This design comes from an exercise in tuning for small area, a short achievable clock period and few clock cycles per item on the open sky130 flow, not from production work. Only simulation tests tie the RTL to the original design; equivalence was not proved. Power is estimated from default activity; no workload was simulated.

===== design/flow/run.sh =====
#!/bin/bash
# synth_recipe.tcl (not shown) runs the flow's synth.tcl, then flattens the netlist and writes it again
# the make line also repeats each setting of config.mk as NAME=value (left out here)
make -C /OpenROAD-flow-scripts/flow DESIGN_CONFIG=/design/flow/config.mk WORK_HOME=/design/flow/orfs CLKGATE_MAP_FILE= SYNTH_SCRIPT=/design/flow/synth_recipe.tcl finish

===== design/flow/config.mk =====
export PLATFORM = sky130hd
export DESIGN_NAME = stable_priority_queue
export DESIGN_NICKNAME = stable_priority_queue
export VERILOG_FILES = /design/flow/design.v
export SDC_FILE = /design/flow/constraint.sdc
export NUM_CORES = 4
export LEC_CHECK = 0
export CAP_MARGIN = 20
export CORE_MARGIN = 2
export CORE_UTILIZATION = 65
export CTS_CLUSTER_DIAMETER = 60
export CTS_CLUSTER_SIZE = 30
export SETUP_SLACK_MARGIN = 2.6
export SLEW_MARGIN = 20
export TNS_END_PERCENT = 100

===== design/flow/constraint.sdc =====
create_clock -name core_clock -period 5.0 [get_ports {clk}]
set_input_delay 1.0000 -clock core_clock [delete_from_list [all_inputs] [get_ports {clk}]]
set_output_delay 1.0000 -clock core_clock [all_outputs]
set_load 0.01 [all_outputs]

===== design/flow/design.v =====
package spq_pkg;
    localparam int DEPTH     = 16;
    localparam int DATA_BITS = 8;
    localparam int PRIO_BITS = 8;
    localparam int CNT_BITS  = $clog2(DEPTH + 1);
    localparam int IN_BITS   = DATA_BITS + PRIO_BITS;
    localparam int IN_BYTES  = (IN_BITS + 7) / 8;
    localparam int OUT_BITS  = DATA_BITS + 2 + DATA_BITS + 1 + CNT_BITS;
    localparam int OUT_BYTES = (OUT_BITS + 7) / 8;
    localparam logic MODE_PUSH = 1'b0;
    localparam logic MODE_POP  = 1'b1;
    typedef enum logic [1:0] {
        ST_OK    = 2'd0,
        ST_EMPTY = 2'd1,
        ST_FULL  = 2'd2
    } status_t;
endpackage
module spq_ctrl (
    input  logic clk,
    input  logic rst_n,
    input  logic s_tvalid,
    output logic s_tready,
    output logic m_tvalid,
    input  logic m_tready,
    output logic exec,
    output logic exec_next,
    output logic a_load,
    output logic load,
    output logic out_load_next,
    output logic out_load_live
);
    logic a_valid;
    logic a_valid_next;
    logic in_valid;
    logic out_valid;
    logic skid_valid;
    logic out_free;
    logic in_valid_next;
    logic skid_valid_next;
    logic ready_q;
    assign s_tready = ready_q;
    assign load     = !(in_valid && skid_valid);
    assign a_load   = !a_valid || load;
    logic exec_q;
    assign exec     = exec_q;
    assign m_tvalid = out_valid;
    assign out_free = !out_valid || m_tready;
    assign out_load_next = exec && out_free;
    assign out_load_live = skid_valid && m_tready;
    assign a_valid_next    = (s_tvalid && a_load) || (a_valid && !load);
    assign in_valid_next   = (a_valid && load) || (in_valid && !exec);
    assign skid_valid_next = skid_valid ? !m_tready : (exec && !out_free);
    assign exec_next       = in_valid_next && !skid_valid_next;
    always_ff @(posedge clk or negedge rst_n)
    begin
        if (!rst_n)
        begin
            a_valid    <= 1'b0;
            in_valid   <= 1'b0;
            out_valid  <= 1'b0;
            skid_valid <= 1'b0;
            ready_q    <= 1'b1;
            exec_q     <= 1'b0;
        end
        else
        begin
            a_valid    <= a_valid_next;
            in_valid   <= in_valid_next;
            out_valid  <= exec || skid_valid || (out_valid && !m_tready);
            skid_valid <= skid_valid_next;
            ready_q    <= !a_valid_next || !(in_valid_next && skid_valid_next);
            exec_q     <= exec_next;
        end
    end
endmodule
module spq_datapath (
    input  logic                          clk,
    input  logic                          rst_n,
    input  logic                          a_load,
    input  logic                          load,
    input  logic                          exec,
    input  logic                          exec_next,
    input  logic                          out_load_next,
    input  logic                          out_load_live,
    input  logic                          s_mode,
    input  logic [spq_pkg::DATA_BITS-1:0] s_data,
    input  logic [spq_pkg::PRIO_BITS-1:0] s_prio,
    output logic [23:0]                   result
);
    localparam int D  = spq_pkg::DEPTH;
    localparam int W  = spq_pkg::IN_BITS;
    localparam int DB = spq_pkg::DATA_BITS;
    localparam int CB = spq_pkg::CNT_BITS;
    logic          a_mode;
    logic [DB-1:0] a_data;
    logic [spq_pkg::PRIO_BITS-1:0] a_prio;
    logic          in_mode;
    logic [DB-1:0] in_data;
    logic [spq_pkg::PRIO_BITS-1:0] in_prio;
    logic [W-1:0]  slot [D];
    logic [CB-1:0] count;
    logic [DB-1:0] popped;
    logic [1:0]    status;
    logic [23:0]   out_word;
    logic [D-1:0]  valid;
    logic [D-1:0]  le;
    logic          full;
    logic          empty;
    logic          is_push;
    logic          push_ok;
    logic          pop_ok;
    logic          nonempty;
    always_ff @(posedge clk)
    begin
        if (a_load)
        begin
            a_mode <= s_mode;
            a_data <= s_data;
            a_prio <= s_prio;
        end
        if (load)
        begin
            in_mode <= a_mode;
            in_data <= a_data;
            in_prio <= a_prio;
        end
    end
    assign full    = count[CB-1];
    assign empty   = !nonempty;
    assign is_push = (in_mode == spq_pkg::MODE_PUSH);
    logic push_ok_q;
    logic pop_ok_q;
    assign push_ok = push_ok_q;
    assign pop_ok  = pop_ok_q;
    function automatic logic prio_le(input logic [spq_pkg::PRIO_BITS-1:0] a,
                                     input logic [spq_pkg::PRIO_BITS-1:0] b);
        logic gt;
        logic eq;
        gt = 1'b0;
        eq = 1'b1;
        for (int k = spq_pkg::PRIO_BITS - 1; k >= 0; k--)
        begin
            gt = gt | (eq & a[k] & ~b[k]);
            eq = eq & ~(a[k] ^ b[k]);
        end
        prio_le = ~gt;
    endfunction
    logic [D-1:0] cmp;
    logic         cmp_ins;
    logic [D-1:0] le_q;
    logic [D-1:0] le_next;
    always_comb
    begin
        for (int i = 0; i < D; i++)
        begin
            valid[i] = count[CB-1] | (count[CB-2:0] > (CB-1)'(i));
            cmp[i]   = valid[i] && prio_le(slot[i][W-1:DB], a_prio);
        end
        cmp_ins = prio_le(in_prio, a_prio);
    end
    assign le = le_q;
    logic [D-1:0] sel_keep;
    logic [D-1:0] sel_next;
    logic [D-1:0] sel_prev;
    logic [D-1:0] sel_new;
    logic [W-1:0] slot_next [D];
    always_comb
    begin
        for (int i = 0; i < D; i++)
        begin
            sel_next[i] = (i < D - 1) ? pop_ok : 1'b0;
            sel_new[i]  = push_ok && !le[i] && ((i == 0) ? 1'b1 : le[(i > 0) ? i - 1 : 0]);
            sel_prev[i] = push_ok && !le[i] && ((i == 0) ? 1'b0 : !le[(i > 0) ? i - 1 : 0]);
            sel_keep[i] = !(sel_next[i] || sel_new[i] || sel_prev[i]);
            slot_next[i] = ({W{sel_keep[i]}} & slot[i])
                         | ({W{sel_new[i]}}  & {in_prio, in_data})
                         | ({W{sel_next[i]}} & slot[(i < D - 1) ? i + 1 : i])
                         | ({W{sel_prev[i]}} & slot[(i > 0) ? i - 1 : 0]);
            le_next[i]   = (sel_keep[i] && cmp[i] && !((i == D - 1) && pop_ok))
                         | (sel_new[i]  && cmp_ins)
                         | (sel_next[i] && cmp[(i < D - 1) ? i + 1 : i])
                         | (sel_prev[i] && cmp[(i > 0) ? i - 1 : 0]);
        end
    end
    always_ff @(posedge clk)
    begin
        if (load)
        begin
            le_q <= le_next;
        end
    end
    always_ff @(posedge clk)
    begin
        for (int i = 0; i < D; i++)
        begin
            slot[i] <= slot_next[i];
        end
    end
    logic [CB-1:0] count_next;
    always_comb
    begin
        count_next = count;
        if (push_ok)
            count_next = count + 1'b1;
        else if (pop_ok)
            count_next = count - 1'b1;
    end
    always_ff @(posedge clk or negedge rst_n)
    begin
        if (!rst_n)
            count <= '0;
        else
            count <= count_next;
    end
    logic [DB-1:0] popped_next;
    logic [1:0]    status_next;
    logic [DB-1:0] front_next;
    logic          fvalid_next;
    logic [23:0]   result_next;
    logic [23:0]   result_live;
    always_comb
    begin
        popped_next = pop_ok ? slot[0][DB-1:0] : '0;
        fvalid_next = is_push | valid[1];
        if (is_push)
        begin
            status_next = full ? spq_pkg::ST_FULL : spq_pkg::ST_OK;
            front_next  = (!full && !le[0]) ? in_data : slot[0][DB-1:0];
        end
        else
        begin
            status_next = empty ? spq_pkg::ST_EMPTY : spq_pkg::ST_OK;
            front_next  = valid[1] ? slot[1][DB-1:0] : '0;
        end
    end
    logic nonempty_next;
    logic in_mode_next;
    assign nonempty_next = exec ? fvalid_next : nonempty;
    assign in_mode_next  = load ? a_mode : in_mode;
    always_ff @(posedge clk or negedge rst_n)
    begin
        if (!rst_n)
        begin
            nonempty  <= 1'b0;
            push_ok_q <= 1'b0;
            pop_ok_q  <= 1'b0;
        end
        else
        begin
            nonempty  <= nonempty_next;
            push_ok_q <= exec_next && (in_mode_next == spq_pkg::MODE_PUSH) && !count_next[CB-1];
            pop_ok_q  <= exec_next && (in_mode_next == spq_pkg::MODE_POP) && nonempty_next;
        end
    end
    assign result_next = {count_next, fvalid_next, front_next, status_next, popped_next};
    assign result_live = {count, nonempty, nonempty ? slot[0][DB-1:0] : '0, status, popped};
    always_ff @(posedge clk)
    begin
        if (exec)
        begin
            popped <= popped_next;
            status <= status_next;
        end
        if (out_load_next)
            out_word <= result_next;
        else if (out_load_live)
            out_word <= result_live;
    end
    assign result = out_word;
endmodule
module stable_priority_queue (
    input  logic                                clk,
    input  logic                                rst_n,
    input  logic                                s_tvalid,
    output logic                                s_tready,
    input  logic [spq_pkg::IN_BYTES*8-1:0]      s_tdata,
    input  logic                                s_tuser,
    output logic                                m_tvalid,
    input  logic                                m_tready,
    output logic [spq_pkg::OUT_BYTES*8-1:0]     m_tdata
);
    logic exec;
    logic exec_next;
    logic a_load;
    logic load;
    logic out_load_next;
    logic out_load_live;
    spq_ctrl u_ctrl (
        .clk        (clk),
        .rst_n      (rst_n),
        .s_tvalid   (s_tvalid),
        .s_tready   (s_tready),
        .m_tvalid   (m_tvalid),
        .m_tready   (m_tready),
        .exec          (exec),
        .exec_next     (exec_next),
        .a_load        (a_load),
        .load          (load),
        .out_load_next (out_load_next),
        .out_load_live (out_load_live)
    );
    spq_datapath u_datapath (
        .clk        (clk),
        .rst_n      (rst_n),
        .a_load     (a_load),
        .load       (load),
        .exec          (exec),
        .exec_next     (exec_next),
        .out_load_next (out_load_next),
        .out_load_live (out_load_live),
        .s_mode     (s_tuser),
        .s_data     (s_tdata[spq_pkg::DATA_BITS-1:0]),
        .s_prio     (s_tdata[spq_pkg::IN_BITS-1:spq_pkg::DATA_BITS]),
        .result     (m_tdata)
    );
endmodule

==> results.py, run 1 <==
metrics = {
    "outcome": {
        "status": "finished clean",
    },
    "floorplanning": {
        "fp.dieW_um": 165,
        "fp.dieH_um": 165,
        "ios": 47,
        "core_mm2": 0.0258,
        "std_cell_rows": 59,
        "die_area_mm2": 0.0273,
        "initial_utilization_pct": 65.5,
    },
    "power": {
        "peakVddDrop_v": 0.000529,
        "p_sw_w": 0.00564,
        "seq_power_share_pct": 42.1,
        "p_leak_nw": 7.67,
        "power.density_mw_per_mm2": 690,
        "switching_share_pct": 43.1,
        "combPwrFrac_pct": 39.4,
        "p_int_w": 0.00744,
        "clockPowerShare_pct": 18.5,
    },
    "sta": {
        "hold_viol": 0,
        "tightest_slew_ns": 1.07,
        "slew_viol_final": 0,
        "max_freq_mhz": 413,
        "setup_viol": 0,
        "totalNegativeSetupSlack_ns": 0,
        "fin_skew_ns": 0.0204,
        "rsz0062_at_grt": "true",
        "layout_min_cycle_time_ns": 2.42,
        "fin_crit_sh_pct": 48.5,
        "max_slew_margin_pct": 28.2,
        "hold_slack_ns": 0.419,
    },
    "cells_and_area": {
        "drive_gt1_share_pct": 11.0,
        "nets": 1851,
        "multi_input_area_mm2": 0.00833,
        "register_area_mm2": 0.00800,
        "final_common_cell": "a22oi_1",
        "fillers": 1959,
        "n_antenna_cell": 0,
        "final_cell_mix": "a22oi_1 (473), nand2_1 (331), dfxtp_1 (257)",
        "area_growth_pct": 11.9,
    },
    "cts": {
        "cts_tree": "built",
        "clk_pin_slew_ns": 0.08,
        "cts_buffer_depth": 3,
        "cts.htree.levels": 1,
        "ctsHoldBuffers": 0,
        "cts-buffers-inserted": 29,
        "root_buffer": "clkbuf_16",
        "clock_sinks": 354,
        "clk_latency_ns": 0.59,
    },
    "route": {
        "drt-pass1-iter-count": 6,
        "antenna_left": 0,
        "drt_iter0_drc": 1994,
        "vias_per_cell": 6.89,
        "drc_errors": 0,
        "vias": 14900,
        "wl_um": 48100,
        "wl_per_cell_um": 22.2,
    },
    "grt": {
        "grt_usage_pct": 34.3,
        "use_met3_pct": 3.47,
        "grt_use_met2_pct": 56.5,
        "busiest_layer": "met2",
        "grt_pass1_vias": 14100,
        "antenna_found_initial": 0,
        "grt_max_degree": 78,
        "overflow": 0,
        "grt_pass1_wl_um": 75300,
        "grt.met1_usage_pct": 48.3,
    },
    "worst_setup_path": {
        "critPathTopFamily": "compound AO/OA/AOI/OAI gates",
        "reg2regPathDepth": 8,
        "worstSetupStartpoint": "u_datapath.a_prio[0]",
        "worst-path-stages": 8,
        "reg2reg_from": "u_datapath.a_prio[0]",
        "path_class": "flip-flop to flip-flop",
        "cp.arrival_ns": 2.73,
        "rr_endpoint": "u_datapath.le_q[9]",
        "cpPeakStageDelay_ns": 0.44,
        "cp.required_ns": 5.31,
        "worst_setup_path_end_kind": "flip-flop",
        "path_max_fanout": 5,
        "crit_path_end": "u_datapath.le_q[9]",
        "start_kind": "flip-flop",
        "r2r_slack_ns": 2.58,
        "worst-path-buf-inv": 1,
        "crit_slowest_cell": "edfxtp_1",
        "crit_path_cell_trace": "buf_6, nand2b_1, a222oi_1, a221oi_2, o211ai_1, nor3_1, a221oi_1, o221ai_1",
    },
    "yosys": {
        "netlist_instances": 1830,
        "yosysUniqueCellTypes": 68,
        "yosys-top-cells-area": "dfxtp_1 (30%), a22oi_1 (21%), edfxtp_1 (15%)",
        "synth_ff_type": "dfxtp_1",
        "ys_seq_area_share_pct": 47.2,
        "netlist_area_mm2": 0.0169,
        "synth_warnings": 4,
        "synth_nets": 1871,
        "synth_top_area_share_pct": 30.4,
        "synth_top_area_cell": "dfxtp_1",
        "ys_ff_latch": 354,
        "syn_avg_cell_area_um2": 9.25,
        "postSynth.asyncResetShare_pct": 3.95,
        "synth_edf_count": 83,
    },
    "placed_design": {
        "io_buffers": 46,
        "gp_congestion": 0.907,
        "dpl.hpwl_um": 31300,
    },
    "hold_path": {
        "min_path_type": "flip-flop to flip-flop",
    },
    "job": {
        "cap_violations": 0,
    },
}
[area by class of cell]
cell class	count	area share [%]
Clock buffer	32	4.00
Timing Repair inverter	1	0.0396
Timing Repair Buffer	111	5.32
Inverter	38	0.846
Tap cell	335	2.21
Multi-Input combinational cell	1275	44.0
Clock inverter	22	1.37
Sequential cell	354	42.2
[cells by family after synthesis]
family	after synthesis	share of synthesized area (%)
xor gates and xnor gates	29	1.50
AOI/OAI and AO/OA	701	30.0
and+or+nand+nor	479	12.1
muxes	30	1.87
DFF	354	47.2
buffers and inverters	201	4.81
adders and majority gates	36	2.45
[cell usage after synthesis, drive strengths merged (2+ instances only)]
master and number:
nand4 6, and2 21, o311ai 2, o22ai 7
mux2 13, edfxtp 83, a222oi 12, a211o 2
buf 39, a311oi 2, a31oi 4, dfrtp 13
mux2i 17, or2 2, nand3 8, o31ai 6
o221ai 7, ha 20, nor2 42, or2b 2
xor2 3, nor3 7, nor4 3, o21ai 65
a21oi 57, and3 8, maj3 16, a221oi 13
xnor2 26, inv 37, a311o 3, nand2b 19
a22oi 473, a22o 7, clkbuf 124, nand2 333
a2111oi 2, nor2b 25, a211oi 2, dfxtp 257
a21o 9, o2111ai 7, o211ai 10
[stage by stage]
stage	total power (W)	instances	cell area (µm²)	worst slack, ns	util, %
6_report	0.0131	2168	18900	2.58	73.3
5_1_grt	0.0138	2168	18900	2.44	73.3
2_1_floorplan	0.00865	1830	16900	2.61	-
3_3_place_gp	0.0100	2074	17400	2.15	67.2
3_5_place_dp	0.0102	2075	17400	2.02	67.2
4_1_cts	0.0127	2152	18600	2.61	72.1
[power by group through the flow]
| stage | combinational, W | sequential, W | clock (W) |
|---|---|---|---|
| detailed placement | 0.00462 | 0.00561 | 0 |
| finish | 0.00515 | 0.00551 | 0.00242 |
| global placement | 0.00446 | 0.00558 | 0 |
| floorplan | 0.00367 | 0.00498 | 0 |
| global route | 0.00565 | 0.00562 | 0.00254 |
| CTS | 0.00484 | 0.00546 | 0.00244 |
[registers in the layout, summed over array words and instances (netlist names), 2 cells and up]
| register | count |
|---|---|
| u_datapath.popped | 8 |
| u_datapath.le_q | 16 |
| u_datapath.slot | 256 |
| u_datapath.count | 5 |
| u_datapath.in_data | 8 |
| u_datapath.in_prio | 8 |
| u_datapath.a_prio | 8 |
| u_datapath.out_word | 24 |
| u_datapath.status | 2 |
| u_datapath.a_data | 8 |
[repair_timing]
item / CTS / global route
endpoints found under the setup margin: 225 / 58
pin swaps: 1 / 8
resized for setup: 43 / 33
buffers inserted: 21 / 16
cloned: 2 / 0
[per-layer routing]
metal	share of wire, %	up-vias
met1	43	7246
met4	2.4	0
met5	0	-
met3	7.5	89
met2	47	714
li1	-	6878
[worst min path at each step]
| stage | start | end | depth (start not counted) |
|---|---|---|---|
| after floorplan | u_datapath.a_data[0] | u_datapath.in_data[0] | 0 |
| after global placement | u_datapath.a_data[5] | u_datapath.in_data[5] | 0 |
| after detailed placement | u_datapath.a_data[1] | u_datapath.in_data[1] | 0 |
| after CTS | u_datapath.a_data[3] | u_datapath.in_data[3] | 0 |
| after global routing | u_datapath.a_data[1] | u_datapath.in_data[1] | 0 |
| final | u_datapath.a_data[1] | u_datapath.in_data[1] | 0 |
Testbench counts, summed over its fixed seeds: cycles 9,624, items 9,600.
==> run 2, diff against run 1 <==
--- a/design/flow/design.v
+++ b/design/flow/design.v
@@ -94,6 +94,7 @@
     logic          a_mode;
     logic [DB-1:0] a_data;
     logic [spq_pkg::PRIO_BITS-1:0] a_prio;
+    logic [spq_pkg::PRIO_BITS-1:0] a_prio_n;
     logic          in_mode;
     logic [DB-1:0] in_data;
     logic [spq_pkg::PRIO_BITS-1:0] in_prio;
@@ -117,6 +118,7 @@
             a_mode <= s_mode;
             a_data <= s_data;
             a_prio <= s_prio;
+            a_prio_n <= ~s_prio;
         end
         if (load)
         begin
@@ -154,9 +156,9 @@
         for (int i = 0; i < D; i++)
         begin
             valid[i] = count[CB-1] | (count[CB-2:0] > (CB-1)'(i));
-            cmp[i]   = valid[i] && prio_le(slot[i][W-1:DB], a_prio);
+            cmp[i]   = valid[i] && prio_le(slot[i][W-1:DB], (i < D / 2) ? a_prio : ~a_prio_n);
         end
-        cmp_ins = prio_le(in_prio, a_prio);
+        cmp_ins = prio_le(in_prio, ~a_prio_n);
     end
     assign le = le_q;
     logic [D-1:0] sel_keep;
--- a/design/flow/config.mk
+++ b/design/flow/config.mk
@@ -10,6 +10,6 @@
 export CORE_UTILIZATION = 65
 export CTS_CLUSTER_DIAMETER = 60
 export CTS_CLUSTER_SIZE = 30
-export SETUP_SLACK_MARGIN = 2.6
+export SETUP_SLACK_MARGIN = 2.8
 export SLEW_MARGIN = 20
 export TNS_END_PERCENT = 100
==> run 2 against run 1 <==
Effect of this change: still clean; via count rose by 3.2%; sequential share of layout area is 0.37 points lower; non-clock buffer count increased by 33; hold slack gained 0.0077 ns; design area up 3.9%; largest cell class unchanged; highest routed layer unchanged.
==> results.py, run 2 <==
metrics = {
    "grt": {
        "grt_pass1_vias": 14500,
        "grt_pass1_wl_um": 78100,
        "antenna_found_initial": 0,
        "grt_max_degree": 88,
        "overflow": 0,
        "grt_usage_pct": 33.8,
    },
    "hold_path": {
        "min_path_type": "flip-flop to flip-flop",
        "min_path_cells": 0,
        "hp-start": "u_datapath.a_data[5]",
    },
    "cells_and_area": {
        "largest_register": "u_datapath.slot",
        "drive_gt1_share_pct": 14.2,
        "nets": 1861,
        "largest_reg_flops": 256,
        "n_antenna_cell": 0,
        "register_area_mm2": 0.00824,
        "final_cell_mix": "a22oi_1 (373), nand2_1 (285), dfxtp_1 (257)",
        "final_common_cell": "a22oi_1",
        "area_growth_pct": 13.3,
        "top_regs": "u_datapath.slot (256), u_datapath.out_word (24), u_datapath.le_q (16)",
        "multi_input_area_mm2": 0.00857,
        "fin_util_pct": 75.3,
        "fillers": 1843,
    },
    "yosys": {
        "synth_edf_count": 91,
        "ys_seq_area_share_pct": 47.4,
        "ys_ff_latch": 362,
        "synth_top_area_cell": "dfxtp_1",
        "synth_nets": 1852,
        "postSynth.asyncResetShare_pct": 3.87,
        "synth_ff_type": "dfxtp_1",
        "synth_most_common_cell": "a22oi_1",
        "synth_warnings": 4,
        "yosysUniqueCellTypes": 77,
        "yosys-top-cells-area": "dfxtp_1 (30%), a22oi_1 (16%), edfxtp_1 (16%)",
        "netlist_area_mm2": 0.0174,
        "synth_top_area_share_pct": 29.6,
        "netlist_instances": 1811,
        "syn_avg_cell_area_um2": 9.59,
        "synth_common_cells": "a22oi_1 (376), nand2_1 (286), dfxtp_1 (257)",
    },
    "worst_setup_path": {
        "worst-path-buf-inv": 0,
        "start_kind": "flip-flop",
        "critPathTopFamily": "compound AO/OA/AOI/OAI gates",
        "path_max_fanout": 10,
        "reg2regPathDepth": 6,
        "worst-path-stages": 6,
        "cp.arrival_ns": 2.56,
        "worst_setup_path_end_kind": "flip-flop",
        "cpPeakStageDelay_ns": 0.55,
        "worstSetupStartpoint": "u_datapath.a_prio[0]",
        "crit_slowest_cell": "edfxtp_1",
        "crit_path_cell_trace": "nand2b_1, maj3_1, o21ai_1, a221oi_2, a222oi_1, o31ai_1",
        "path_class": "flip-flop to flip-flop",
        "cp.required_ns": 5.29,
        "reg2reg_from": "u_datapath.a_prio[0]",
    },
    "cts": {
        "cts-buffers-inserted": 28,
        "clk_latency_ns": 0.57,
        "root_buffer": "clkbuf_16",
        "clk_pin_slew_ns": 0.08,
        "cts_tree": "built",
        "cts.htree.levels": 1,
        "clock_sinks": 362,
        "cts_buffer_depth": 3,
    },
    "power": {
        "p_leak_nw": 7.98,
        "total_power_w": 0.0137,
        "power.density_mw_per_mm2": 694,
        "peakVddDrop_v": 0.000399,
    },
    "sta": {
        "max_slew_margin_pct": 40.2,
        "fin_crit_sh_pct": 45.2,
        "max_freq_mhz": 442,
        "totalNegativeSetupSlack_ns": 0,
        "hold_viol": 0,
        "setup_viol": 0,
        "tightest_slew_ns": 0.897,
        "slew_viol_final": 0,
        "rsz0062_at_grt": "true",
        "layout_min_cycle_time_ns": 2.26,
        "fin_skew_ns": 0.0257,
    },
    "floorplanning": {
        "fp.dieW_um": 167,
        "ios": 47,
        "core_mm2": 0.0261,
        "die_area_mm2": 0.0280,
        "fp.dieH_um": 167,
        "initial_utilization_pct": 66.5,
        "std_cell_rows": 59,
    },
    "route": {
        "drc_errors": 0,
        "vias_per_cell": 7.07,
        "wl_per_cell_um": 22.6,
        "drt-pass1-iter-count": 18,
        "vias": 15400,
        "drt_iter0_drc": 1901,
        "wl_um": 49200,
        "antenna_left": 0,
    },
    "placed_design": {
        "io_buffers": 46,
        "gp_congestion": 0.893,
        "dpl.hpwl_um": 31500,
    },
    "outcome": {
        "status": "finished clean",
    },
    "job": {
        "cap_violations": 0,
    },
}
## run 2: final timing paths
| kind | slack (ns) | endpoint |
|---|---|---|
| setup / recovery | 2.74 | u_datapath.le_q[5] |
| hold / removal | 0.43 | u_datapath.in_data[5] |
| setup reg to reg | 2.74 | u_datapath.le_q[5] |
| hold reg to reg | 0.43 | u_datapath.in_data[5] |
| max in group asynchronous | 3.70 | u_datapath.pop_ok_q |
| min in group asynchronous | 0.82 | u_ctrl.a_valid |
## run 2: routing by layer
metal | wire (µm) | GRT usage (%) | vias to the layer above
met1 | 20500 | 48.1 | 7532
met4 | 1190 | 9.45 | 0
met5 | 0 | 0.174 | -
met3 | 4210 | 4.33 | 102
met2 | 23300 | 54.7 | 823
li1 | - | - | 6944
## run 2: area by class of cell
type / count / area share [%]
sequential: 362 / 41.8
inverter: 41 / 0.833
clock inverter: 22 / 1.67
timing repair buffer: 144 / 6.29
clock buffer: 30 / 3.71
tap: 335 / 2.13
multi-input combinational: 1243 / 43.5
## run 2: logic make-up (layout without fill, tap and decap cells)
| logic type | after synthesis | count (layout) | share of synthesized area, % |
|---|---|---|---|
| flops | 362 | 362 | 47.4 |
| mux | 30 | 30 | 1.82 |
| buf+inv | 206 | 237 | 5.08 |
| xor+xnor | 29 | 29 | 1.46 |
| compound gates | 705 | 705 | 30.8 |
| simple gates | 447 | 447 | 11.3 |
| fa+ha+maj | 32 | 32 | 2.16 |
## run 2: repair_timing
action	CTS	global route
hold endpoints to repair	0	0
endpoints found under the setup margin	294	84
setup buffers	50	20
resized for setup	120	56
cloned	2	0
pin swaps	7	9
hold buffers	0	0
## run 2: worst register-to-register path: cells and delay by family (launching register included)
family          cells  cell delay (ns)
fa+ha+maj           1             0.36
flops               1             0.55
compound gates      4             0.87
simple gates        1             0.22
## run 2: power breakdown
group,switching (W),internal [W]
Sequential,0.00126,0.00429
Combinational,0.00326,0.00234
Clock,0.00129,0.00123
Total,0.00581,0.00785
## run 2: metrics by stage
stage          std cells  worst slack [ns]  cell area, µm²  hold WS (ns)
2_1_floorplan       1811              2.84           17400         0.400
3_3_place_gp        2050              2.07           17700         0.402
3_5_place_dp        2053              2.01           17800         0.405
4_1_cts             2157              2.74           19400         0.424
5_1_grt             2177              2.62           19700         0.430
6_report            2177              2.74           19700         0.426
Testbench counts of run 2, summed over its fixed seeds: cycles 9,624, items 9,600.
==> run 3, diff against run 2 <==
--- a/design/flow/config.mk
+++ b/design/flow/config.mk
@@ -10,6 +10,6 @@
 export CORE_UTILIZATION = 65
 export CTS_CLUSTER_DIAMETER = 60
 export CTS_CLUSTER_SIZE = 30
-export SETUP_SLACK_MARGIN = 2.8
+export SETUP_SLACK_MARGIN = 3.0
 export SLEW_MARGIN = 20
 export TNS_END_PERCENT = 100
==> run 3 against run 2 <==
Effect of this change: sequential share of layout area fell by 0.46 points; critical path depth rose by 2; synthesized cell count did not move; critical path type unchanged; critical endpoint is now u_datapath.le_q[11]; largest cell class unchanged; highest routed layer unchanged.
==> results.py, run 3 <==
metrics = {
    "yosys": {
        "netlist_area_mm2": 0.0174,
        "syn_avg_cell_area_um2": 9.59,
        "synth_top_area_cell": "dfxtp_1",
        "netlist_instances": 1811,
        "ys_ff_latch": 362,
        "yosys-top-cells-area": "dfxtp_1 (30%), a22oi_1 (16%), edfxtp_1 (16%)",
        "ys_seq_area_share_pct": 47.4,
        "synth_edf_count": 91,
        "synth_common_cells": "a22oi_1 (376), nand2_1 (286), dfxtp_1 (257)",
        "synth_ff_type": "dfxtp_1",
        "synth_nets": 1852,
        "yosysUniqueCellTypes": 77,
        "synth_warnings": 4,
        "synth_top_area_share_pct": 29.6,
        "synth_most_common_cell": "a22oi_1",
        "postSynth.asyncResetShare_pct": 3.87,
    },
    "outcome": {
        "status": "finished clean",
    },
    "worst_setup_path": {
        "start_kind": "flip-flop",
        "path_max_fanout": 7,
        "path_class": "flip-flop to flip-flop",
        "cp.required_ns": 5.30,
        "worst_setup_path_end_kind": "flip-flop",
        "cp.arrival_ns": 2.56,
    },
    "cells_and_area": {
        "nets": 1870,
        "final_common_cell": "a22oi_1",
        "largest_reg_flops": 256,
        "final_cell_mix": "a22oi_1 (371), nand2_1 (281), dfxtp_1 (257)",
        "area_growth_pct": 14.7,
        "top_regs": "u_datapath.slot (256), u_datapath.out_word (24), u_datapath.le_q (16)",
        "drive_gt1_share_pct": 16.5,
        "largest_register": "u_datapath.slot",
        "n_antenna_cell": 0,
        "layout.cells.non_filler": 2184,
    },
    "placed_design": {
        "gp_congestion": 0.923,
        "dpl.hpwl_um": 32200,
        "io_buffers": 46,
        "dp_cells": 2052,
    },
    "grt": {
        "grt_max_degree": 73,
        "grt_usage_pct": 34.4,
        "overflow": 0,
        "antenna_found_initial": 0,
        "grt_pass1_vias": 14700,
        "grt_pass1_wl_um": 79100,
    },
    "route": {
        "wl_um": 50700,
        "vias_per_cell": 7.14,
        "wl_per_cell_um": 23.2,
        "drt-pass1-iter-count": 18,
        "drt_iter0_drc": 2146,
        "antenna_left": 0,
        "drc_errors": 0,
        "vias": 15600,
    },
    "sta": {
        "max_freq_mhz": 443,
        "slew_viol_final": 0,
        "fin_crit_sh_pct": 45.1,
        "fin_skew_ns": 0.0184,
        "hold_viol": 0,
        "layout_min_cycle_time_ns": 2.26,
        "totalNegativeSetupSlack_ns": 0,
        "rsz0062_at_grt": "true",
        "max_slew_margin_pct": 38.7,
        "tightest_slew_ns": 0.919,
        "setup_viol": 0,
        "hold_slack_ns": 0.419,
    },
    "hold_path": {
        "min_path_type": "flip-flop to flip-flop",
    },
    "cts": {
        "cts_tree": "built",
        "cts.htree.levels": 1,
        "ctsHoldBuffers": 0,
        "root_buffer": "clkbuf_16",
        "clk_pin_slew_ns": 0.08,
        "cts-buffers-inserted": 27,
        "cts_buffer_depth": 3,
        "clock_sinks": 362,
        "clk_latency_ns": 0.56,
    },
    "power": {
        "peakVddDrop_v": 0.000469,
        "p_leak_nw": 8.06,
        "power.density_mw_per_mm2": 696,
    },
    "job": {
        "cap_violations": 0,
    },
    "floorplanning": {
        "die_area_mm2": 0.0280,
        "core_mm2": 0.0261,
        "initial_utilization_pct": 66.5,
        "fp.dieH_um": 167,
        "std_cell_rows": 59,
        "ios": 47,
        "fp.dieW_um": 167,
    },
}
-- run 3: critical path: stages (launching register included) --
cell	delay, ns
edfxtp_1	0.55
ha_4	0.35
o2111ai_4	0.11
a211oi_4	0.23
a211oi_4	0.07
buf_12	0.15
buf_8	0.13
a22o_1	0.20
a211o_1	0.22
-- run 3: repair_timing --
item                       in CTS  in global routing
gates resized for setup       182                 67
setup buffers                  54                 26
setup endpoints to repair     338                217
pin swaps                      11                 19
cloned                          1                  2
-- run 3: logic make-up after synthesis --
logic type,after synthesis,synth area share (%)
AOI/OAI and AO/OA,705,30.8
adders and majority gates,32,2.16
xor gates and xnor gates,29,1.46
DFF,362,47.4
and+or+nand+nor,447,11.3
muxes,30,1.82
buffers and inverters,206,5.08
-- run 3: final timing paths --
kind / from / to / slack [ns] / cells past startpoint
worst max-delay path: u_datapath.a_prio_n[7] / u_datapath.le_q[11] / 2.74 / 8
worst max register to register: u_datapath.a_prio_n[7] / u_datapath.le_q[11] / 2.74 / 8
max in group asynchronous: rst_n / u_datapath.pop_ok_q / 3.69 / 1
worst min register to register: u_datapath.a_data[3] / u_datapath.in_data[3] / 0.42 / 0
min in group asynchronous: rst_n / u_ctrl.exec_q / 0.83 / 1
worst min-delay path: u_datapath.a_data[3] / u_datapath.in_data[3] / 0.42 / 0
-- run 3: report_power, final --
part	internal [W]	total (W)	switching, W
Combinational	0.00240	0.00572	0.00332
Sequential	0.00429	0.00564	0.00135
Clock	0.00130	0.00250	0.00120
Total	0.00799	0.0139	0.00587
-- run 3: layer usage --
| metal | wire, µm | vias up | track usage (%) |
|---|---|---|---|
| li1 | - | 6955 | - |
| met3 | 4140 | 114 | 3.21 |
| met5 | 0 | - | 0 |
| met2 | 23700 | 852 | 55.3 |
| met4 | 1640 | 0 | 11.8 |
| met1 | 21200 | 7680 | 49.4 |
-- run 3: through the flow --
stage	area, µm²	setup slack (ns)	total power, W	util (%)
2_1_floorplan	17400	2.91	0.00891	-
3_3_place_gp	17800	2.31	0.0103	67.9
3_5_place_dp	17800	2.29	0.0105	68.1
4_1_cts	19400	2.79	0.0133	74.3
5_1_grt	19900	2.71	0.0146	76.2
6_report	19900	2.74	0.0139	76.2
-- run 3: area by class of cell --
cell class / instances / area, µm²
inverters: 41 / 161
repair buffers: 152 / 1320
well taps: 335 / 419
flip-flops and latches: 362 / 8240
multi-input cells: 1245 / 8750
clock buffers: 28 / 701
fillers: 1837 / 6220
clock inverters: 21 / 324
==> run 4, diff against run 3 <==
--- a/design/flow/design.v
+++ b/design/flow/design.v
@@ -98,6 +98,7 @@
     logic          in_mode;
     logic [DB-1:0] in_data;
     logic [spq_pkg::PRIO_BITS-1:0] in_prio;
+    logic [spq_pkg::PRIO_BITS-1:0] in_prio_n;
     logic [W-1:0]  slot [D];
     logic [CB-1:0] count;
     logic [DB-1:0] popped;
@@ -125,6 +126,7 @@
             in_mode <= a_mode;
             in_data <= a_data;
             in_prio <= a_prio;
+            in_prio_n <= a_prio_n;
         end
     end
     assign full    = count[CB-1];
@@ -158,7 +160,7 @@
             valid[i] = count[CB-1] | (count[CB-2:0] > (CB-1)'(i));
             cmp[i]   = valid[i] && prio_le(slot[i][W-1:DB], (i < D / 2) ? a_prio : ~a_prio_n);
         end
-        cmp_ins = prio_le(in_prio, ~a_prio_n);
+        cmp_ins = prio_le(~in_prio_n, a_prio);
     end
     assign le = le_q;
     logic [D-1:0] sel_keep;
--- a/design/flow/config.mk
+++ b/design/flow/config.mk
@@ -10,6 +10,6 @@
 export CORE_UTILIZATION = 65
 export CTS_CLUSTER_DIAMETER = 60
 export CTS_CLUSTER_SIZE = 30
-export SETUP_SLACK_MARGIN = 3.0
+export SETUP_SLACK_MARGIN = 2.8
 export SLEW_MARGIN = 20
 export TNS_END_PERCENT = 100
==> run 4 against run 3 <==
Effect of this change: flip-flop and latch count is 8 higher; largest power group is now sequential cells; critical path type unchanged; count of clock-buffer cells in the layout is 4 higher; synthesized area is 0.35% lower; via count is 3.2% lower; power is 2.8% lower.
==> results.py, run 4 <==
metrics = {
    "route": {
        "drt_iter0_drc": 1796,
        "antenna_left": 0,
        "wl_um": 47000,
        "wl_per_cell_um": 21.4,
        "vias": 15100,
        "drt-pass1-iter-count": 19,
        "drc_errors": 0,
        "vias_per_cell": 6.87,
    },
    "cells_and_area": {
        "top_regs": "u_datapath.slot (256), u_datapath.out_word (24), u_datapath.le_q (16)",
        "n_antenna_cell": 0,
        "drive_gt1_share_pct": 14.7,
        "area_growth_pct": 13.4,
        "largest_reg_flops": 256,
        "final_cell_mix": "a22oi_1 (457), nand2_1 (319), dfxtp_1 (257)",
        "largest_register": "u_datapath.slot",
        "final_common_cell": "a22oi_1",
        "nets": 1879,
    },
    "placed_design": {
        "gp_congestion": 0.874,
        "dpl.hpwl_um": 31000,
        "io_buffers": 46,
    },
    "yosys": {
        "synth_ff_type": "dfxtp_1",
        "synth_top_area_cell": "dfxtp_1",
        "ys_ff_latch": 370,
        "synth_top_area_share_pct": 29.7,
        "synth_common_cells": "a22oi_1 (458), nand2_1 (321), dfxtp_1 (257)",
        "netlist_area_mm2": 0.0173,
        "synth_most_common_cell": "a22oi_1",
        "ys_seq_area_share_pct": 48.9,
        "synth_nets": 1880,
        "postSynth.asyncResetShare_pct": 3.78,
        "syn_avg_cell_area_um2": 9.41,
        "yosys-top-cells-area": "dfxtp_1 (30%), a22oi_1 (20%), edfxtp_1 (17%)",
        "synth_warnings": 4,
        "netlist_instances": 1839,
        "yosysUniqueCellTypes": 64,
        "synth_edf_count": 99,
    },
    "floorplanning": {
        "ios": 47,
        "std_cell_rows": 59,
        "fp.dieH_um": 167,
        "fp.dieW_um": 167,
        "initial_utilization_pct": 66.2,
        "core_mm2": 0.0261,
        "die_area_mm2": 0.0279,
    },
    "sta": {
        "totalNegativeSetupSlack_ns": 0,
        "fin_skew_ns": 0.0193,
        "max_slew_margin_pct": 34.6,
        "hold_viol": 0,
        "layout_min_cycle_time_ns": 2.29,
        "slew_viol_final": 0,
        "hold_slack_ns": 0.429,
        "max_freq_mhz": 437,
        "setup_viol": 0,
        "tightest_slew_ns": 0.980,
        "rsz0062_at_grt": "true",
        "fin_crit_sh_pct": 45.8,
    },
    "power": {
        "p_int_w": 0.00776,
        "switching_share_pct": 42.4,
        "clockPowerShare_pct": 19.3,
        "combPwrFrac_pct": 38.1,
        "power.density_mw_per_mm2": 686,
        "seq_power_share_pct": 42.6,
        "p_sw_w": 0.00571,
        "peakVddDrop_v": 0.000463,
        "p_leak_nw": 8.01,
    },
    "grt": {
        "grt.met1_usage_pct": 45.7,
        "grt_pass1_wl_um": 75400,
        "grt_pass1_vias": 14400,
        "antenna_found_initial": 0,
        "grt_usage_pct": 32.5,
        "grt_max_degree": 87,
        "busiest_layer": "met2",
        "overflow": 0,
        "grt_use_met2_pct": 52.9,
        "use_met3_pct": 4.25,
    },
    "outcome": {
        "status": "finished clean",
    },
    "cts": {
        "cts.htree.levels": 1,
        "clock_sinks": 370,
        "cts_tree": "built",
        "cts_buffer_depth": 3,
        "clk_pin_slew_ns": 0.09,
        "cts-buffers-inserted": 31,
        "root_buffer": "clkbuf_16",
        "clk_latency_ns": 0.59,
    },
    "hold_path": {
        "min_path_cells": 0,
        "min_path_type": "flip-flop to flip-flop",
    },
    "worst_setup_path": {
        "cp.required_ns": 5.34,
        "worst_setup_path_end_kind": "flip-flop",
        "worstSetupStartpoint": "u_datapath.a_prio[0]",
        "cp_common_cell": "buf_4",
        "path_class": "flip-flop to flip-flop",
        "reg2reg_from": "u_datapath.a_prio[0]",
        "crit_path_cell_trace": "buf_4, buf_4, o31ai_4, a21oi_2, o21ai_2, a221oi_4, buf_6, a22o_1, a221o_1",
        "start_kind": "flip-flop",
        "r2r_slack_ns": 2.71,
        "crit_slowest_cell": "edfxtp_1",
        "rr_endpoint": "u_datapath.le_q[14]",
        "cpPeakStageDelay_ns": 0.45,
        "cp.arrival_ns": 2.62,
        "path_max_fanout": 7,
        "crit_path_end": "u_datapath.le_q[14]",
        "reg2regPathDepth": 9,
    },
    "job": {
        "cap_violations": 0,
    },
}
[run 4: worst min-delay path by stage]
stage                         startpoint                    end  slack [ns]
floorplan           u_datapath.a_data[0]  u_datapath.in_data[0]        0.40
global placement    u_datapath.a_data[2]  u_datapath.in_data[2]        0.41
detailed placement  u_datapath.a_data[2]  u_datapath.in_data[2]        0.41
CTS                 u_datapath.a_data[4]  u_datapath.in_data[4]        0.43
global route        u_datapath.a_data[7]  u_datapath.in_data[7]        0.44
finish              u_datapath.a_data[4]  u_datapath.in_data[4]        0.43
[run 4: area by class of cell]
class | count | area [µm²]
sequential | 370 | 8480
tap | 335 | 419
fill | 1872 | 6500
clock buffer | 32 | 801
inverter | 42 | 171
timing repair buffer | 129 | 1050
multi-input combinational | 1264 | 8390
clock inverter | 26 | 317
[run 4: per-layer routing]
metal	routed length, µm	vias to the layer above
met4	1060	0
met5	0	-
li1	-	6960
met2	22300	686
met1	20100	7373
met3	3560	87
[run 4: through the flow]
stage / power (W) / area [µm²] / cells / worst slack [ns] / utilization, %
floorplan: 0.00882 / 17300 / 1839 / 2.84 / -
global placement: 0.0101 / 17700 / 2078 / 2.13 / 67.8
detailed placement: 0.0103 / 17700 / 2078 / 2.01 / 67.9
CTS: 0.0132 / 19400 / 2183 / 2.70 / 74.3
global route: 0.0143 / 19600 / 2198 / 2.59 / 75.1
finish: 0.0135 / 19600 / 2198 / 2.71 / 75.1
[run 4: cell families (layout without fill, tap and decap cells)]
group                      Yosys count  count (layout)  synth area share [%]
and+or+nand+nor                    467             467                  11.4
buffers and inverters              205             229                  4.53
AOI/OAI and AO/OA                  702             702                  29.4
muxes                               31              31                  1.89
adders and majority gates           39              39                  2.57
xor gates and xnor gates            25              25                  1.27
DFF                                370             370                  48.9
[run 4: what timing repair did]
action | in CTS | in global routing
hold endpoints to repair | 0 | 0
cloned | 1 | 0
gates resized for setup | 157 | 50
endpoints found under the setup margin | 329 | 65
pin swaps | 18 | 18
buffers inserted | 46 | 15
hold buffers | 0 | 0
[run 4: power by group through the flow]
| stage | Combinational (W) | Clock, W | Sequential [W] |
|---|---|---|---|
| CTS | 0.00489 | 0.00262 | 0.00566 |
| finish | 0.00513 | 0.00261 | 0.00573 |
| detailed placement | 0.00451 | 0 | 0.00580 |
| floorplan | 0.00361 | 0 | 0.00521 |
| global route | 0.00565 | 0.00275 | 0.00586 |
| global placement | 0.00435 | 0 | 0.00579 |
[run 4: critical path: cells and delay by family (launching register included)]
family / cells / cell delay (ns)
flip-flops: 1 / 0.45
AO/OA/AOI/OAI: 6 / 1.09
buffers and inverters: 3 / 0.50
Testbench counts of run 4, summed over its fixed seeds: cycles 9,624, items 9,600.
==> run 5, diff against run 4 <==
--- a/design/flow/design.v
+++ b/design/flow/design.v
@@ -24,13 +24,10 @@
     input  logic m_tready,
     output logic exec,
     output logic exec_next,
-    output logic a_load,
     output logic load,
     output logic out_load_next,
     output logic out_load_live
 );
-    logic a_valid;
-    logic a_valid_next;
     logic in_valid;
     logic out_valid;
     logic skid_valid;
@@ -40,22 +37,19 @@
     logic ready_q;
     assign s_tready = ready_q;
     assign load     = !(in_valid && skid_valid);
-    assign a_load   = !a_valid || load;
     logic exec_q;
     assign exec     = exec_q;
     assign m_tvalid = out_valid;
     assign out_free = !out_valid || m_tready;
     assign out_load_next = exec && out_free;
     assign out_load_live = skid_valid && m_tready;
-    assign a_valid_next    = (s_tvalid && a_load) || (a_valid && !load);
-    assign in_valid_next   = (a_valid && load) || (in_valid && !exec);
+    assign in_valid_next   = (s_tvalid && load) || (in_valid && !exec);
     assign skid_valid_next = skid_valid ? !m_tready : (exec && !out_free);
     assign exec_next       = in_valid_next && !skid_valid_next;
     always_ff @(posedge clk or negedge rst_n)
     begin
         if (!rst_n)
         begin
-            a_valid    <= 1'b0;
             in_valid   <= 1'b0;
             out_valid  <= 1'b0;
             skid_valid <= 1'b0;
@@ -64,11 +58,10 @@
         end
         else
         begin
-            a_valid    <= a_valid_next;
             in_valid   <= in_valid_next;
             out_valid  <= exec || skid_valid || (out_valid && !m_tready);
             skid_valid <= skid_valid_next;
-            ready_q    <= !a_valid_next || !(in_valid_next && skid_valid_next);
+            ready_q    <= !(in_valid_next && skid_valid_next);
             exec_q     <= exec_next;
         end
     end
@@ -76,7 +69,6 @@
 module spq_datapath (
     input  logic                          clk,
     input  logic                          rst_n,
-    input  logic                          a_load,
     input  logic                          load,
     input  logic                          exec,
     input  logic                          exec_next,
@@ -91,14 +83,9 @@
     localparam int W  = spq_pkg::IN_BITS;
     localparam int DB = spq_pkg::DATA_BITS;
     localparam int CB = spq_pkg::CNT_BITS;
-    logic          a_mode;
-    logic [DB-1:0] a_data;
-    logic [spq_pkg::PRIO_BITS-1:0] a_prio;
-    logic [spq_pkg::PRIO_BITS-1:0] a_prio_n;
     logic          in_mode;
     logic [DB-1:0] in_data;
     logic [spq_pkg::PRIO_BITS-1:0] in_prio;
-    logic [spq_pkg::PRIO_BITS-1:0] in_prio_n;
     logic [W-1:0]  slot [D];
     logic [CB-1:0] count;
     logic [DB-1:0] popped;
@@ -114,19 +101,11 @@
     logic          nonempty;
     always_ff @(posedge clk)
     begin
-        if (a_load)
-        begin
-            a_mode <= s_mode;
-            a_data <= s_data;
-            a_prio <= s_prio;
-            a_prio_n <= ~s_prio;
-        end
         if (load)
         begin
-            in_mode <= a_mode;
-            in_data <= a_data;
-            in_prio <= a_prio;
-            in_prio_n <= a_prio_n;
+            in_mode <= s_mode;
+            in_data <= s_data;
+            in_prio <= s_prio;
         end
     end
     assign full    = count[CB-1];
@@ -158,9 +137,9 @@
         for (int i = 0; i < D; i++)
         begin
             valid[i] = count[CB-1] | (count[CB-2:0] > (CB-1)'(i));
-            cmp[i]   = valid[i] && prio_le(slot[i][W-1:DB], (i < D / 2) ? a_prio : ~a_prio_n);
+            cmp[i]   = valid[i] && prio_le(slot[i][W-1:DB], s_prio);
         end
-        cmp_ins = prio_le(~in_prio_n, a_prio);
+        cmp_ins = prio_le(in_prio, s_prio);
     end
     assign le = le_q;
     logic [D-1:0] sel_keep;
@@ -240,7 +219,7 @@
     logic nonempty_next;
     logic in_mode_next;
     assign nonempty_next = exec ? fvalid_next : nonempty;
-    assign in_mode_next  = load ? a_mode : in_mode;
+    assign in_mode_next  = load ? s_mode : in_mode;
     always_ff @(posedge clk or negedge rst_n)
     begin
         if (!rst_n)
@@ -285,7 +264,6 @@
 );
     logic exec;
     logic exec_next;
-    logic a_load;
     logic load;
     logic out_load_next;
     logic out_load_live;
@@ -298,7 +276,6 @@
         .m_tready   (m_tready),
         .exec          (exec),
         .exec_next     (exec_next),
-        .a_load        (a_load),
         .load          (load),
         .out_load_next (out_load_next),
         .out_load_live (out_load_live)
@@ -306,7 +283,6 @@
     spq_datapath u_datapath (
         .clk        (clk),
         .rst_n      (rst_n),
-        .a_load     (a_load),
         .load       (load),
         .exec          (exec),
         .exec_next     (exec_next),
==> run 5 against run 4 <==
Effect of this change: still clean; combinational power rose by 6.6%; synthesized cell count fell by 2.0%; cell count fell by 2.4%; design area fell by 3.4%; setup slack got worse by 0.0094 ns; clock skew rose by 0.0040 ns; non-clock buffer count fell by 1; largest power group is now combinational logic.
==> results.py, run 5 <==
metrics = {
    "outcome": {
        "status": "finished clean",
    },
    "floorplanning": {
        "std_cell_rows": 58,
        "initial_utilization_pct": 66.0,
        "fp.dieH_um": 164,
        "ios": 47,
        "die_area_mm2": 0.0268,
        "fp.dieW_um": 164,
        "core_mm2": 0.0251,
    },
    "sta": {
        "setup_viol": 0,
        "totalNegativeSetupSlack_ns": 0,
        "rsz0062_at_grt": "true",
        "max_slew_margin_pct": 34.9,
        "fin_crit_sh_pct": 45.9,
        "max_freq_mhz": 435,
        "fin_ws_ns": 2.70,
        "layout_min_cycle_time_ns": 2.30,
        "slew_viol_final": 0,
        "hold_viol": 0,
        "fin_skew_ns": 0.0233,
        "tightest_slew_ns": 0.976,
    },
    "worst_setup_path": {
        "r2r_slack_ns": 2.72,
        "worst_setup_path_end_kind": "flip-flop",
        "cp.required_ns": 5.42,
        "rr_endpoint": "u_datapath.le_q[12]",
        "start_kind": "input port",
        "path_max_fanout": 7,
        "path_class": "input port to flip-flop",
        "reg2reg_from": "u_datapath.in_prio[6]",
        "reg2regPathDepth": 6,
        "cp.arrival_ns": 2.72,
    },
    "cells_and_area": {
        "layout.cells.non_filler": 2146,
        "multi_input_area_mm2": 0.00876,
        "area_growth_pct": 14.5,
        "largest_register": "u_datapath.slot",
        "final_common_cell": "a22oi_1",
        "final_cell_mix": "a22oi_1 (414), nand2_1 (291), dfxtp_1 (257)",
        "n_antenna_cell": 0,
        "largest_reg_flops": 256,
        "fillers": 1798,
        "fin_area_mm2": 0.0190,
        "top_regs": "u_datapath.slot (256), u_datapath.out_word (24), u_datapath.le_q (16)",
        "drive_gt1_share_pct": 15.4,
        "nets": 1838,
        "register_area_mm2": 0.00746,
    },
    "route": {
        "drc_errors": 0,
        "antenna_left": 0,
        "vias_per_cell": 7.11,
        "vias": 15300,
        "wl_um": 49300,
        "drt-pass1-iter-count": 6,
        "drt_iter0_drc": 2109,
        "wl_per_cell_um": 23.0,
    },
    "power": {
        "seq_power_share_pct": 40.4,
        "peakVddDrop_v": 0.000431,
        "power.density_mw_per_mm2": 689,
        "p_int_w": 0.00740,
        "switching_share_pct": 43.3,
        "clockPowerShare_pct": 17.8,
        "p_sw_w": 0.00566,
        "total_power_w": 0.0131,
        "p_leak_nw": 7.65,
        "combPwrFrac_pct": 41.9,
    },
    "grt": {
        "grt_max_degree": 86,
        "overflow": 0,
        "grt_pass1_vias": 14100,
        "antenna_found_initial": 0,
        "grt_pass1_wl_um": 77400,
        "grt_usage_pct": 35.8,
    },
    "placed_design": {
        "gp_congestion": 0.926,
        "dpl.hpwl_um": 32200,
        "pre_cts_slack_ns": 1.08,
        "dp_cells": 2044,
        "io_buffers": 46,
        "dpl_cell_area_mm2": 0.0171,
    },
    "hold_path": {
        "min_to": "u_datapath.slot[0][8]",
        "hp-start": "u_datapath.slot[0][8]",
        "min_path_cells": 2,
        "min_path_type": "flip-flop to flip-flop",
    },
    "yosys": {
        "synth_nets": 1845,
        "netlist_area_mm2": 0.0166,
        "ys_seq_area_share_pct": 45.0,
        "synth_common_cells": "a22oi_1 (415), nand2_1 (296), dfxtp_1 (257)",
        "synth_ff_type": "dfxtp_1",
        "synth_most_common_cell": "a22oi_1",
        "syn_avg_cell_area_um2": 9.19,
        "yosys-top-cells-area": "dfxtp_1 (31%), a22oi_1 (19%), edfxtp_1 (12%)",
        "yosysUniqueCellTypes": 79,
        "ys_ff_latch": 336,
        "synth_top_area_share_pct": 31.0,
        "netlist_instances": 1803,
        "synth_top_area_cell": "dfxtp_1",
        "postSynth.asyncResetShare_pct": 3.87,
        "synth_warnings": 4,
        "synth_edf_count": 66,
    },
    "cts": {
        "root_buffer": "clkbuf_16",
        "clk_pin_slew_ns": 0.08,
        "clk_latency_ns": 0.58,
        "cts_tree": "built",
        "cts_buffer_depth": 3,
        "clock_sinks": 336,
        "cts-buffers-inserted": 26,
        "cts.htree.levels": 1,
    },
    "job": {
        "cap_violations": 0,
    },
}
==> run 5: cell count changes after synthesis, sizes merged, moves of 10 or more <==
cell    change
a22oi      -43
edfxtp     -33
nand2      -25
a221o      +18
a22o       +16
nand2b     +14
nor2b      +12
a221oi     -10
==> run 5: timing repair <==
action,in CTS,in global routing
setup endpoints to repair,251,84
setup buffers,41,10
gates cloned,3,0
pin swaps,18,26
hold buffers,0,0
resized for setup,198,60
==> run 5: worst max path at each step <==
| stage | startpoint | to | slack [ns] | cells after the start |
|---|---|---|---|---|
| finish | s_tdata[11] | u_datapath.le_q[15] | 2.70 | 8 |
| detailed placement | s_tdata[13] | u_datapath.le_q[4] | 1.08 | 6 |
| global placement | s_tdata[15] | u_datapath.le_q[4] | 1.15 | 9 |
| CTS | s_tdata[15] | u_datapath.le_q[12] | 2.75 | 10 |
| global route | s_tdata[15] | u_datapath.le_q[14] | 2.61 | 10 |
| floorplan | s_tdata[15] | u_datapath.le_q[12] | 2.27 | 8 |
==> run 5: power groups by stage <==
stage,sequential (W),clock [W],combinational (W)
floorplan,0.00480,0,0.00373
global placement,0.00533,0,0.00460
detailed placement,0.00535,0,0.00480
CTS,0.00520,0.00233,0.00520
global route,0.00539,0.00243,0.00597
finish,0.00527,0.00232,0.00547
==> run 5: cells by family (layout without fill, tap and decap cells) <==
family          count (synthesis)  in the layout  share of synthesized area, %
compound gates                701            701                          31.7
xor+xnor                       22             22                          1.16
fa+ha+maj                      40             40                          2.76
buf+inv                       199            212                          4.69
flops                         336            336                          45.0
mux                            32             32                          2.04
simple gates                  473            473                          12.7
==> run 5: metal layers <==
metal  up-vias  wire, µm  part of all wire, %  GRT usage, %
met4         0      1350                  2.7          12.1
met5         -         0                    0             0
met3       110      3670                  7.4          4.37
met2       780     23300                   47          57.5
li1       6845         -                    -             -
met1      7515     21000                   43          50.1
==> run 5: final cells by class <==
cell class              instances  share of cell area [%]
repair inverters                1                  0.0462
inverters                      35                   0.917
clock buffers                  27                    3.50
multi-input cells            1268                    46.2
flip-flops and latches        336                    39.3
repair buffers                128                    6.32
well taps                     330                    2.18
clock inverters                21                    1.53
==> run 5: worst max-delay path, stage by stage <==
cell	delay, ns
buf_8	0.08
buf_12	0.13
inv_12	0.04
a222oi_1	0.64
a2111oi_4	0.19
a2111oi_4	0.38
mux2i_1	0.14
o21ai_1	0.12
==> run 5: per-stage QoR <==
| stage | util [%] | hold slack (ns) |
|---|---|---|
| after detailed placement | 68.1 | 0.446 |
| after global routing | 75.6 | 0.484 |
| after global placement | 67.9 | 0.438 |
| final | 75.6 | 0.459 |
| after floorplan | - | 0.425 |
| after CTS | 74.5 | 0.461 |
Testbench counts of run 5, summed over its fixed seeds: cycles 9,616, items 9,600.
==> run 6, diff against run 5 <==
--- a/design/flow/design.v
+++ b/design/flow/design.v
@@ -86,6 +86,7 @@
     logic          in_mode;
     logic [DB-1:0] in_data;
     logic [spq_pkg::PRIO_BITS-1:0] in_prio;
+    logic [spq_pkg::PRIO_BITS-1:0] in_prio_n;
     logic [W-1:0]  slot [D];
     logic [CB-1:0] count;
     logic [DB-1:0] popped;
@@ -106,6 +107,7 @@
             in_mode <= s_mode;
             in_data <= s_data;
             in_prio <= s_prio;
+            in_prio_n <= ~s_prio;
         end
     end
     assign full    = count[CB-1];
@@ -139,7 +141,7 @@
             valid[i] = count[CB-1] | (count[CB-2:0] > (CB-1)'(i));
             cmp[i]   = valid[i] && prio_le(slot[i][W-1:DB], s_prio);
         end
-        cmp_ins = prio_le(in_prio, s_prio);
+        cmp_ins = prio_le(~in_prio_n, s_prio);
     end
     assign le = le_q;
     logic [D-1:0] sel_keep;
==> run 6 against run 5 <==
Effect of this change: routed wire length decreased by 0.17%; via count down 0.14%; global-route usage fell by 1.4 points; critical path depth grew 2; clock power rose by 5%; non-clock buffer count shrank 13; register-to-register slack better by 0.13 ns; cell count increased by 0.42%; clock skew fell by 0.0070 ns; largest cell class unchanged.
==> results.py, run 6 <==
metrics = {
    "cts": {
        "clk_pin_slew_ns": 0.09,
        "cts_tree": "built",
        "clk_latency_ns": 0.57,
        "root_buffer": "clkbuf_16",
        "clock_sinks": 344,
        "cts-buffers-inserted": 29,
        "cts_buffer_depth": 3,
        "cts.htree.levels": 1,
        "ctsHoldBuffers": 0,
    },
    "yosys": {
        "synth_top_area_cell": "dfxtp_1",
        "netlist_instances": 1822,
        "synth_common_cells": "a22oi_1 (437), nand2_1 (312), dfxtp_1 (257)",
        "yosys-top-cells-area": "dfxtp_1 (31%), a22oi_1 (20%), edfxtp_1 (13%)",
        "synth_nets": 1863,
        "synth_edf_count": 74,
        "synth_top_area_share_pct": 30.6,
        "ys_ff_latch": 344,
        "ys_seq_area_share_pct": 45.8,
        "postSynth.asyncResetShare_pct": 3.78,
        "synth_most_common_cell": "a22oi_1",
        "yosysUniqueCellTypes": 79,
        "synth_warnings": 4,
        "syn_avg_cell_area_um2": 9.23,
        "netlist_area_mm2": 0.0168,
        "synth_ff_type": "dfxtp_1",
    },
    "floorplanning": {
        "die_area_mm2": 0.0272,
        "fp.dieH_um": 165,
        "ios": 47,
        "std_cell_rows": 58,
        "initial_utilization_pct": 66.6,
        "fp.dieW_um": 165,
        "core_mm2": 0.0253,
    },
    "worst_setup_path": {
        "cpPeakStageDelay_ns": 0.35,
        "start_kind": "input port",
        "crit_path_cell_trace": "buf_6, buf_12, nor2_1, maj3_1, a21o_1, a21oi_4, buf_12, buf_6, nand2_1, o311ai_1",
        "worst_setup_path_end_kind": "flip-flop",
        "critPathTopFamily": "buffers and inverters",
        "worst-path-buf-inv": 4,
        "path_class": "input port to flip-flop",
        "crit_slowest_cell": "maj3_1",
        "path_max_fanout": 11,
        "cp.required_ns": 5.39,
        "cp.arrival_ns": 2.66,
    },
    "route": {
        "drt-pass1-iter-count": 6,
        "vias_per_cell": 7.07,
        "antenna_left": 0,
        "wl_um": 49200,
        "vias": 15200,
        "drt_iter0_drc": 1908,
        "drc_errors": 0,
        "wl_per_cell_um": 22.8,
    },
    "placed_design": {
        "dp_cells": 2059,
        "pre_cts_slack_ns": 1.29,
        "io_buffers": 46,
        "dpl.hpwl_um": 31700,
        "gp_congestion": 0.958,
    },
    "cells_and_area": {
        "top_regs": "u_datapath.slot (256), u_datapath.out_word (24), u_datapath.le_q (16)",
        "largest_register": "u_datapath.slot",
        "layout.cells.non_filler": 2155,
        "area_growth_pct": 14.3,
        "largest_reg_flops": 256,
        "drive_gt1_share_pct": 15.7,
        "final_common_cell": "a22oi_1",
        "final_cell_mix": "a22oi_1 (432), nand2_1 (306), dfxtp_1 (257)",
        "n_antenna_cell": 0,
        "nets": 1844,
    },
    "outcome": {
        "status": "finished clean",
    },
    "grt": {
        "grt.met1_usage_pct": 47.8,
        "busiest_layer": "met2",
        "overflow": 0,
        "use_met3_pct": 4.07,
        "grt_pass1_vias": 14300,
        "antenna_found_initial": 0,
        "grt_pass1_wl_um": 75600,
        "grt_max_degree": 193,
        "grt_use_met2_pct": 56.2,
        "grt_usage_pct": 34.4,
    },
    "sta": {
        "max_freq_mhz": 440,
        "fin_ws_ns": 2.73,
        "max_slew_margin_pct": 38.5,
        "rsz0062_at_grt": "true",
        "totalNegativeSetupSlack_ns": 0,
        "layout_min_cycle_time_ns": 2.27,
        "fin_skew_ns": 0.0163,
        "setup_viol": 0,
        "fin_crit_sh_pct": 45.5,
        "tightest_slew_ns": 0.922,
        "slew_viol_final": 0,
        "hold_viol": 0,
    },
    "hold_path": {
        "min_path_type": "flip-flop to flip-flop",
    },
    "power": {
        "peakVddDrop_v": 0.000400,
        "power.density_mw_per_mm2": 687,
        "p_leak_nw": 7.65,
    },
    "job": {
        "cap_violations": 0,
    },
}
## run 6: cell count changes after synthesis, sizes merged, moves of 5 or more
cell    change
edfxtp      +8
nand2      +16
buf        +21
a22oi      +22
clkbuf     -19
o21ai      -13
a221o      -13
o211ai      -5
inv         +5
a22o       -10
nor4        +5
nor2        +5
## run 6: cell type report
| cell class | instances | area [µm²] |
|---|---|---|
| fillers | 1739 | 6040 |
| repair inverters | 1 | 7.51 |
| clock inverters | 21 | 277 |
| clock buffers | 32 | 757 |
| flip-flops and latches | 344 | 7700 |
| well taps | 330 | 413 |
| multi-input cells | 1271 | 8850 |
| repair buffers | 115 | 1020 |
| inverters | 41 | 185 |
## run 6: per-layer routing
| layer | vias to the layer above | routed length [µm] |
|---|---|---|
| li1 | 6849 | - |
| met1 | 7471 | 20400 |
| met2 | 787 | 23300 |
| met3 | 121 | 4190 |
| met4 | 0 | 1350 |
| met5 | - | 0 |
## run 6: worst paths after layout
check	from	to	slack (ns)	cells after the start
max	s_tdata[13]	u_datapath.le_q[9]	2.73	10
min	u_datapath.slot[0][8]	u_datapath.slot[0][8]	0.47	2
max reg2reg	u_datapath.count[1]	u_datapath.le_q[10]	2.85	8
min reg2reg	u_datapath.slot[0][8]	u_datapath.slot[0][8]	0.47	2
max in group asynchronous	rst_n	u_datapath.pop_ok_q	3.74	1
min in group asynchronous	rst_n	u_datapath.count[2]	0.80	1
## run 6: power by group
group,internal [W],switching [W]
clock network,0.00119,0.00123
logic,0.00217,0.00324
registers,0.00412,0.00124
total,0.00748,0.00572
## run 6: tightest hold or removal path, cell delays in order (launching register included)
cell	delay, ns
dfxtp_1	0.32
nand2_1	0.05
nand2_1	0.05
## run 6: kinds of logic (layout without fill, tap and decap cells)
kind of cell | after synthesis | after routing | synth area share (%)
muxes | 30 | 30 | 1.88
adders and majority gates | 35 | 35 | 2.40
and+or+nand+nor | 485 | 485 | 12.6
xor gates and xnor gates | 27 | 27 | 1.41
DFF | 344 | 344 | 45.8
AOI/OAI and AO/OA | 694 | 694 | 30.6
buffers and inverters | 207 | 210 | 5.27
## run 6: stage by stage
stage | util [%] | power (W) | cell area, µm² | hold slack (ns)
finish | 76.1 | 0.0132 | 19200 | 0.467
global route | 76.1 | 0.0139 | 19200 | 0.487
CTS | 74.5 | 0.0127 | 18800 | 0.465
detailed placement | 68.2 | 0.0101 | 17200 | 0.452
global placement | 68.1 | 0.00987 | 17200 | 0.438
floorplan | - | 0.00853 | 16800 | 0.426
## run 6: what timing repair did
item | 4_1_cts | 5_1_grt
setup buffers | 27 | 11
gates cloned | 3 | 2
setup endpoints to repair | 174 | 136
gates resized for setup | 173 | 94
pin swaps | 19 | 38
Testbench counts of run 6, summed over its fixed seeds: cycles 9,616, items 9,600.

==> port drivers added, routing unchanged <==
The results above use ideal ports. As a check the final layouts listed here were re-extracted and re-timed, cells and wires unchanged.
Step 1 (the two cells are an assumption about what drives the block):
set clk [get_ports {clk}]
set_driving_cell -lib_cell sky130_fd_sc_hd__clkbuf_16 $clk
set_driving_cell -lib_cell sky130_fd_sc_hd__buf_2 [delete_from_list [all_inputs] $clk]
Step 2 adds t to the input delays and takes it off the output delays; t is the mean of the earliest and latest rising clock arrival at the registers after step 1. Input paths then give back, and output paths get back, about the clock's delay inside the block.
Slacks: ideal ports / drivers / drivers and shift; pairs: ideal ports / drivers.
run	t, ns	slack for setup (ns)	hold slack, ns
run 1	0.627	2.577 / 2.577 / 2.250	0.419 / 0.419 / 0.419
run 2	0.611	2.738 / 2.738 / 2.310	0.426 / 0.426 / 0.426
run 3	0.603	2.743 / 2.743 / 2.414	0.419 / 0.419 / 0.419
run 4	0.634	2.712 / 2.712 / 2.320	0.429 / 0.429 / 0.429
run 5	0.623	2.703 / 2.705 / 2.082	0.459 / 0.459 / 0.459
run 6	0.620	2.725 / 2.728 / 2.108	0.467 / 0.467 / 0.467
After both steps every run listed still meets setup and hold. For run 5, which loses most, drivers alone change the setup slack by +0.002 ns; drivers and shift together by -0.621 ns.
